What follows belongs to an exercise in optimizing a design on an open flow for small area, a short achievable clock period and few clock cycles per item; a production flow would make more cautious choices. In this exercise RTL edits were held to simulation tests only and were not proved equivalent to the original.

==> run.sh <==
#!/bin/bash
# synth_recipe.tcl (not shown) runs the flow's synth.tcl, then flattens the netlist and writes it again
# the make line also repeats each setting of config.mk as NAME=value (left out here)
make -C /OpenROAD-flow-scripts/flow DESIGN_CONFIG=/design/flow/config.mk WORK_HOME=/design/flow/orfs CLKGATE_MAP_FILE= SYNTH_SCRIPT=/design/flow/synth_recipe.tcl finish
==> design.v <==
`default_nettype none
package srpg_pkg;
	localparam logic [2:0] PH_START  = 3'd0;
	localparam logic [2:0] PH_UP     = 3'd1;
	localparam logic [2:0] PH_CRUISE = 3'd2;
	localparam logic [2:0] PH_DOWN   = 3'd3;
	localparam logic [2:0] PH_END    = 3'd4;
	localparam int ES_P2  = 0;    
	localparam int ES_A0  = 1;    
	localparam int ES_A1  = 2;    
	localparam int ES_A2  = 3;    
	localparam int ES_A3  = 4;    
	localparam int ES_Q0  = 5;    
	localparam int ES_Q1  = 6;    
	localparam int ES_Q2  = 7;    
	localparam int ES_F   = 8;    
	localparam int ES_R0  = 9;    
	localparam int ES_R1  = 10;   
	localparam int ES_RDY = 11;   
	localparam int ES_N   = 12;
endpackage
`default_nettype wire
`default_nettype none
import srpg_pkg::*;
module srpg_datapath (
	input  wire logic        clk,
	input  wire logic        arst_n,
	input  wire logic        restart,    
	input  wire logic        commit,     
	input  wire logic        spec_ok,    
	input  wire logic [31:0] spec_op,    
	input  wire logic        ramp_up,
	input  wire logic [31:0] period,
	input  wire logic [55:0] accel_m,
	output logic             ready,
	output logic [31:0]      r_fast,     
	output logic             r_fix,      
	output logic [31:0]      r_fixed     
);
	logic [ES_N-1:0] st;
	logic [65:0]     acc;
	logic [63:0]     x;
	logic            mhi, q1nz, fsat, big;
	logic [31:0]     m0, m1;
	logic [63:0]     q;
	logic [31:0]     q0, q1s;
	logic [31:0]     op_a, op_b;
	logic [65:0]     addend, mac;
	logic            m1nz, f1one, f1big;
	logic [63:0]     q2;
	logic [65:0]     fsum, fval;
	logic            fneg;
	assign m0   = accel_m[31:0];
	assign m1   = {8'b0, accel_m[55:32]};
	assign m1nz = accel_m[55:32] != '0;
	assign q   = mhi ? {acc[55:0], x[31:24]} : {22'b0, acc[65:24]};
	assign q0  = q[31:0];
	assign q1s = {x[47:32], 16'b0};
	assign f1one = x[63:32] == 32'd1;
	assign f1big = x[63:33] != '0;
	always_comb begin
		op_a   = '0;
		op_b   = '0;
		addend = '0;
		if (commit) begin
			op_a = spec_op;
			op_b = spec_op;
		end else begin
			case (1'b1)
				st[ES_P2]: begin op_a = period; op_b = period; end
				st[ES_A0]: begin op_a = m0; op_b = acc[31:0]; end
				st[ES_A1]: begin op_a = m0; op_b = x[63:32]; addend = {32'b0, acc[65:32]}; end
				st[ES_A2]: begin op_a = m1; op_b = x[31:0];  addend = acc; end
				st[ES_A3]: begin op_a = m1; op_b = x[63:32]; addend = {32'b0, acc[65:32]}; end
				st[ES_Q0]: begin op_a = q0; op_b = q0; end
				st[ES_Q1]: begin op_a = x[31:0]; op_b = {x[62:32], 1'b0}; addend = {32'b0, acc[65:32]}; end
				st[ES_Q2]: begin op_a = q1s; op_b = q1s; addend = acc; end
				st[ES_R0]: begin op_a = period; op_b = x[31:0]; addend = f1one ? {2'b0, period, 32'b0} : '0; end
				st[ES_R1]: begin op_a = period; op_b = x[63:32]; addend = {32'b0, acc[65:32]}; end
				default: ;
			endcase
		end
	end
	assign mac = addend + op_a * op_b;
	assign q2   = q1nz ? acc[63:0] : {32'b0, acc[63:32]};
	assign fsum = {2'b0, q2} + {3'b0, q2[63:1]} + {33'b0, 1'b1, 32'b0};
	assign fneg = ramp_up && (fsum < {2'b0, x});
	assign fval = ramp_up ? (fneg ? '0 : fsum - {2'b0, x}) : fsum + {2'b0, x};
	assign ready   = st[ES_RDY];
	assign r_fast  = acc[63:32];
	assign r_fix   = period == '0 || fsat || big || acc[65:64] != '0;
	always_comb begin
		if (period == '0) begin
			r_fixed = '0;
		end else if (fsat || (big ? acc[65:32] != '0 : acc[65:64] != '0)) begin
			r_fixed = '1;
		end else begin
			r_fixed = acc[31:0];
		end
	end
	always_ff @(posedge clk or negedge arst_n) begin
		if (!arst_n) begin
			st <= ES_N'(1) << ES_P2;
		end else if (restart) begin
			st <= ES_N'(1) << ES_P2;
		end else if (commit) begin
			st <= spec_ok ? ES_N'(1) << ES_A0 : ES_N'(1) << ES_P2;
		end else begin
			case (1'b1)
				st[ES_P2]: st <= ES_N'(1) << ES_A0;
				st[ES_A0]: st <= ES_N'(1) << ES_A1;
				st[ES_A1]: st <= m1nz ? ES_N'(1) << ES_A2 : ES_N'(1) << ES_Q0;
				st[ES_A2]: st <= ES_N'(1) << ES_A3;
				st[ES_A3]: st <= ES_N'(1) << ES_Q0;
				st[ES_Q0]: st <= (q[63:48] != '0) ? ES_N'(1) << ES_RDY :
				                 (q[63:32] != '0) ? ES_N'(1) << ES_Q1 : ES_N'(1) << ES_F;
				st[ES_Q1]: st <= ES_N'(1) << ES_Q2;
				st[ES_Q2]: st <= ES_N'(1) << ES_F;
				st[ES_F]:  st <= (fval[65:64] != '0) ? ES_N'(1) << ES_RDY : ES_N'(1) << ES_R0;
				st[ES_R0]: st <= f1big ? ES_N'(1) << ES_R1 : ES_N'(1) << ES_RDY;
				st[ES_R1]: st <= ES_N'(1) << ES_RDY;
				default:   st <= st;
			endcase
		end
	end
	always_ff @(posedge clk) begin
		if (commit || !(st[ES_RDY] || st[ES_F])) begin
			acc <= mac;
		end
		if (!commit && !restart) begin
			if (st[ES_A0]) x <= acc[63:0];
			if (st[ES_A3]) x[31:0] <= acc[31:0];
			if (st[ES_Q0]) x <= q;
			if (st[ES_F])  x <= fval[63:0];
			if (st[ES_A1]) mhi <= 1'b0;
			if (st[ES_A3]) mhi <= 1'b1;
			if (st[ES_Q0]) begin
				q1nz <= q[63:32] != '0;
				fsat <= q[63:48] != '0;
			end
			if (st[ES_F])  fsat <= fval[65:64] != '0;
			if (st[ES_R0]) big <= 1'b0;
			if (st[ES_R1]) big <= 1'b1;
		end
	end
endmodule
`default_nettype wire
`default_nettype none
import srpg_pkg::*;
module stepper_ramp_period_generator (
	input  wire logic        clk,
	input  wire logic        arst_n,
	input  wire logic        s_tvalid,
	output logic             s_tready,
	input  wire logic [31:0] s_tdata,    
	input  wire logic        s_tuser,    
	output logic             m_tvalid,
	input  wire logic        m_tready,
	output logic      [23:0] m_tdata,    
	output logic             m_tlast,    
	input  wire logic        cfg_we,
	input  wire logic [1:0]  cfg_index,
	input  wire logic [55:0] cfg_data
);
	logic [15:0] base_q, target_q;
	logic [55:0] accel_m_q;
	logic [31:0] accel_dist_q;
	logic [31:0] steps_done_q, total_q, period_q;
	logic [2:0]  phase_q;         
	logic        out_valid_q;
	logic [15:0] out_period_q;
	logic [2:0]  out_phase_q;
	logic        out_last_q;
	logic        accept, is_ramp, is_next;
	logic [31:0] lo_bound, hi_bound, np, r_val, spec_op;
	logic [31:0] steps_inc;
	logic        spec_ok, below, above;
	logic        eng_ready, r_fix;
	logic [31:0] r_fast, r_fixed;
	logic [31:0] steps_nx, total_nx, dist_nx;
	logic [2:0]  phase_nx;
	assign lo_bound = {target_q, 16'b0};
	assign hi_bound = {base_q, 16'b0};
	assign is_ramp  = phase_q == PH_UP || phase_q == PH_DOWN;
	assign s_tready = (!is_ramp || eng_ready) && (!out_valid_q || m_tready);
	assign accept   = s_tvalid && s_tready;
	assign is_next  = s_tuser;
	assign r_val = r_fix ? r_fixed : r_fast;
	assign below = r_val < lo_bound;
	assign above = r_val > hi_bound;
	always_comb begin
		if (phase_q == PH_CRUISE) begin
			np = lo_bound;
		end else if (is_ramp) begin
			np = below ? lo_bound : above ? hi_bound : r_val;
		end else begin
			np = hi_bound;
		end
	end
	assign spec_op = is_ramp ? r_fast : (phase_q == PH_CRUISE) ? lo_bound : hi_bound;
	assign spec_ok = !is_ramp || !(r_fix || below || above);
	assign steps_inc = (steps_done_q < total_q) ? steps_done_q + 32'd1 : steps_done_q;
	always_comb begin
		steps_nx = steps_done_q;
		total_nx = total_q;
		dist_nx  = accel_dist_q;
		if (accept) begin
			if (is_next) begin
				steps_nx = steps_inc;
			end else begin
				steps_nx = '0;
				total_nx = s_tdata;
			end
		end else if (cfg_we && cfg_index == 2'd3) begin
			dist_nx = cfg_data[31:0];
		end
		if (steps_nx == '0) begin
			phase_nx = PH_START;
		end else if (steps_nx >= total_nx) begin
			phase_nx = PH_END;
		end else if (steps_nx <= dist_nx) begin
			phase_nx = PH_UP;
		end else if (total_nx - steps_nx <= dist_nx) begin
			phase_nx = PH_DOWN;
		end else begin
			phase_nx = PH_CRUISE;
		end
	end
	srpg_datapath u_dp (
		.clk     (clk),
		.arst_n  (arst_n),
		.restart (cfg_we),
		.commit  (accept),
		.spec_ok (spec_ok && is_next),
		.spec_op (spec_op),
		.ramp_up (phase_q == PH_UP),
		.period  (period_q),
		.accel_m (accel_m_q),
		.ready   (eng_ready),
		.r_fast  (r_fast),
		.r_fix   (r_fix),
		.r_fixed (r_fixed)
	);
	always_ff @(posedge clk or negedge arst_n) begin
		if (!arst_n) begin
			base_q       <= 16'hFFFF;
			target_q     <= 16'd1000;
			accel_m_q    <= '0;
			accel_dist_q <= '0;
		end else if (cfg_we) begin
			case (cfg_index)
				2'd0: base_q       <= cfg_data[15:0];
				2'd1: target_q     <= cfg_data[15:0];
				2'd2: accel_m_q    <= cfg_data;
				2'd3: accel_dist_q <= cfg_data[31:0];
				default: ;
			endcase
		end
	end
	always_ff @(posedge clk or negedge arst_n) begin
		if (!arst_n) begin
			steps_done_q <= '0;
			total_q      <= '0;
			period_q     <= '0;
			phase_q      <= PH_START;
			out_valid_q  <= 1'b0;
		end else begin
			if (accept) begin
				out_valid_q <= 1'b1;
			end else if (m_tready) begin
				out_valid_q <= 1'b0;
			end
			if (accept || cfg_we) begin
				phase_q <= phase_nx;
			end
			if (accept) begin
				steps_done_q <= steps_nx;
				total_q      <= total_nx;
				period_q     <= is_next ? np : '0;
			end
		end
	end
	always_ff @(posedge clk) begin
		if (accept) begin
			out_period_q <= is_next ? np[31:16] : 16'd0;
			out_phase_q  <= is_next ? phase_q : PH_START;
			out_last_q   <= is_next ? (steps_inc >= total_q) : (s_tdata == '0);
		end
	end
	assign m_tvalid = out_valid_q;
	assign m_tdata  = {5'b0, out_phase_q, out_period_q};
	assign m_tlast  = out_last_q;
endmodule
`default_nettype wire
==> config.mk <==
export PLATFORM = sky130hd
export DESIGN_NAME = stepper_ramp_period_generator
export DESIGN_NICKNAME = stepper_ramp_period_generator
export VERILOG_FILES = /design/flow/design.v
export SDC_FILE = /design/flow/constraint.sdc
export NUM_CORES = 4
export LEC_CHECK = 0
export CAP_MARGIN = 20
export CORE_MARGIN = 2
export CORE_UTILIZATION = 40
export SLEW_MARGIN = 20
==> constraint.sdc <==
create_clock -name core_clock -period 12.0 [get_ports {clk}]
set_input_delay 2.4000 -clock core_clock [delete_from_list [all_inputs] [get_ports {clk}]]
set_output_delay 2.4000 -clock core_clock [all_outputs]
set_load 0.01 [all_outputs]
==> run summary <==
## area by class of cell
| cell class | count | area [um2] | area share |
|---|---|---|---|
| well taps | 2624 | 3283 | 0.03398 |
| multi-input cells | 7365 | 63110 | 0.6531 |
| flip-flops and latches | 386 | 10460 | 0.1083 |
| repair buffers | 1535 | 13070 | 0.1352 |
| clock inverters | 25 | 429.2 | 0.004441 |
| clock buffers | 68 | 1493 | 0.01545 |
| inverters | 1236 | 4659 | 0.04822 |
| repair inverters | 1 | 16.27 | 0.0001683 |
| diodes | 44 | 110.1 | 0.001139 |
## cells by family (layout without fill, tap and decap cells)
logic type | after synthesis | in the layout | share of synthesized area
AOI/OAI and AO/OA | 2301 | 2301 | 0.2007
xor gates and xnor gates | 274 | 274 | 0.03072
adders and majority gates | 1613 | 1613 | 0.3439
buffers and inverters | 1826 | 2865 | 0.08861
DFF | 386 | 386 | 0.1335
muxes | 265 | 265 | 0.03652
other | 1 | 49 | 0.00004785
and+or+nand+nor | 2907 | 2907 | 0.1661
## synth_stat cells, types with 59 or more instances
cell      instances  area (um2)
o21ai_0         419        2097
a22oi_1          85       638.1
clkbuf_1        495        1858
mux2_2          163        1836
o22ai_1          73       456.7
a21o_1          213        1599
a221oi_1        103       902.1
o21bai_1         74       555.5
and3_1           59       369.1
dfrtp_1         209        5230
edfxtp_1        154        4624
nor3_1          130       650.6
xnor2_1         187        1638
nor4_1           76       475.5
nand3_1         131       655.6
nand2b_1         76       475.5
o21a_1           75       563.0
o211ai_1         93       698.2
ha_1            712        8909
mux2i_1         101        1011
a21oi_1         529        2648
inv_1          1233        4628
nor2_1          989        3712
and2_1          104       650.6
xor2_1           86       753.2
nand4_1         120       750.7
fa_1            901       18040
nand2_1        1018        3821
a211oi_1         84       630.6
nor2b_1          74       462.9
## flip-flops by register name (all words and copies together) (netlist names)
signal        cells
u_dp.fsat         1
u_dp.q1nz         1
u_dp.big          1
target_q         16
out_period_q     16
phase_q           3
u_dp.mhi          1
out_last_q        1
u_dp.x           64
period_q         32
total_q          32
base_q           16
u_dp.acc         66
out_phase_q       3
out_valid_q       1
accel_m_q        56
u_dp.st          12
steps_done_q     32
accel_dist_q     32
## how the worst min path moves through the flow
stage,to,startpoint,slack (ns),cells after the start
after global placement,accel_m_q[30],accel_m_q[30],0.49,1
after floorplan,accel_m_q[0],accel_m_q[0],0.47,1
after detailed placement,accel_m_q[21],accel_m_q[21],0.50,1
after CTS,accel_m_q[21],accel_m_q[21],0.52,1
after global routing,accel_m_q[31],accel_m_q[31],0.53,1
final,accel_m_q[31],accel_m_q[31],0.52,1
## routing by layer
layer / track usage / routed length [um] / vias to the layer above
met5: 0.004151 / 273 / -
met4: 0.1903 / 24470 / 20
met3: 0.1152 / 48250 / 1040
met2: 0.5803 / 168800 / 5136
met1: 0.5566 / 170100 / 41180
li1: - / - / 34850
## repair_timing
action / CTS / global route
gates cloned: 4 / 0
gates resized for setup: 252 / 146
setup buffers: 90 / 40
endpoints found under the setup margin: 41 / 34
pin swaps: 137 / 106
## critical path: cells and delay by family (launching register included)
kind                       cells  cell delay, ns
adders and majority gates     10            4.67
AOI/OAI and AO/OA             15            3.65
and+or+nand+nor               12            1.77
buffers and inverters          8            1.15
DFF                            1            0.46
muxes                          1            0.43
xor gates and xnor gates       2            0.29
## stage by stage
step / hold WS, ns / TNS (ns) / area (um2)
after floorplan: 0.4740 / -3.407 / 79640
after global placement: 0.4898 / -57.82 / 91920
after detailed placement: 0.5018 / -60.05 / 91920
after CTS: 0.5164 / -4.612 / 95630
after global routing: 0.5297 / -13.86 / 96530
final: 0.5195 / -7.438 / 96630
==> run summary <==
residual DRC count=0; Reg2Reg Depth=48; Slew Viols, Final=0; syn_area_per_cell=8.186 um2; FILL cells=18810; worst setup margin=-0.7327 ns; crit start category=register; sequential-to-total area share from yosys stat=0.1335; min cycle time layout=12.73 ns; hold buffer count at cts=0; CP max FO=19; total CTS buffers=50; routed via count=82230; # Max-Cap Violations=0; Setup crit start=u_dp.mhi; flops & latches, synth=386; ys flop type=dfrtp_1; cell area after synthesis=78360 um2; vias in the first global route=79390; endpoints failing hold=0; CP max stage cell=a211oi_1; die extent in y=446.6 um; worst path required time=12.45 ns; worst flop-to-flop path startpoint=u_dp.mhi; # IOs=123; Cell Count Post-Placement=13030; most frequent CP cell=fa_1; post-synth cell types=112; CP Class=register to register; Post-synth EDFFs=154; initial core utilization=0.4023; share of layout cells above drive strength 1=0.2059; Final Non-Filler Cells=13280; yosys warns=2; CP Capture Point=u_dp.acc[64]; gr ovfl total=0; DRT iter0 DRCs=10370; layout overhead on the synthesized area=23.31%; die area=199500 um2; clk buf depth=3; insertion delay to the later sink of the worst-skew pair=0.72 ns; fmax=78.54 MHz; pin count of the biggest net entering global routing=141; ANT nets after route=0; Tcrit/Tclk final=1.061; Setup WS pre-CTS=-2.033 ns; WL/cell=31.01 um; Layout Utilization=0.4961; Worst EP arrival=13.18 ns; unrepaired setup endpoints after global routing=true; # port buffers=117; Final Setup Violations=23; FFs w/ async S/R, synth=0.6010; DR pass1 iterations=12; flop2flop setup slack=-0.73 ns; Mapped Cells=9573; CTS H-Tree Depth=2; CTS Root Cell=clkbuf_16; Layout Nets=12280; core footprint=194800 um2; DP HPWL=338.0 mm; max incr delay on CP=0.79 ns; Reg clk slew, reported paths=0.07 ns; Worst slew margin=0.1738; SO Viols=negative setup slack; initial antenna violation count=44; Clock Skew=0.05928 ns; Via density=6.190; CTS Sinks=386; GRT Overall Usage=0.4043; first-pass GRT wire length=579.4 mm; commonest non-fill, non-tap cell in the layout=buf_4; commonest non-fill, non-tap cells in the layout=1266 x buf_4, 1216 x inv_1, 993 x nand2_1; CTS tree=done; Hold Path Class=register to register; final WL=411.9 mm; status=complete, but fails checks; GP Congestion=1.083; crit path capture type=register; die width=446.6 um; Worst Tran Pin Value=1.230 ns; row count=162; r2r endpoint=u_dp.acc[64]
Testbench counts, summed over its fixed seeds: cycles 95,558, items 21,940.

static timing again, ports no longer ideal:
How much do the figures lean on ideal ports? The routed layout below was timed once more, with nothing changed but the port constraints. Step 1 sets driving cells, clkbuf_16 on the clock port and buf_2 on the other inputs (assumed; they add their load-dependent delay and slew). Step 2 times the ports against the registers' clock, not the clock port: input delays grow and output delays shrink by t, the midpoint of the rising clock arrivals with the driver on. a / b / c = ideal ports / drivers / drivers and shift; a / b = the first two.
t, ns: 0.758
slack for setup (ns): -0.733 / -0.733 / -1.447
hold slack, ns: 0.519 / 0.519 / 0.519
latest minus earliest clock arrival (ns): 0.059 / 0.059
worst register clock-pin slew, ns: 0.08 / 0.08
The setup slack of this run moves by 0.000 ns with the drivers and by -0.714 ns with both steps.
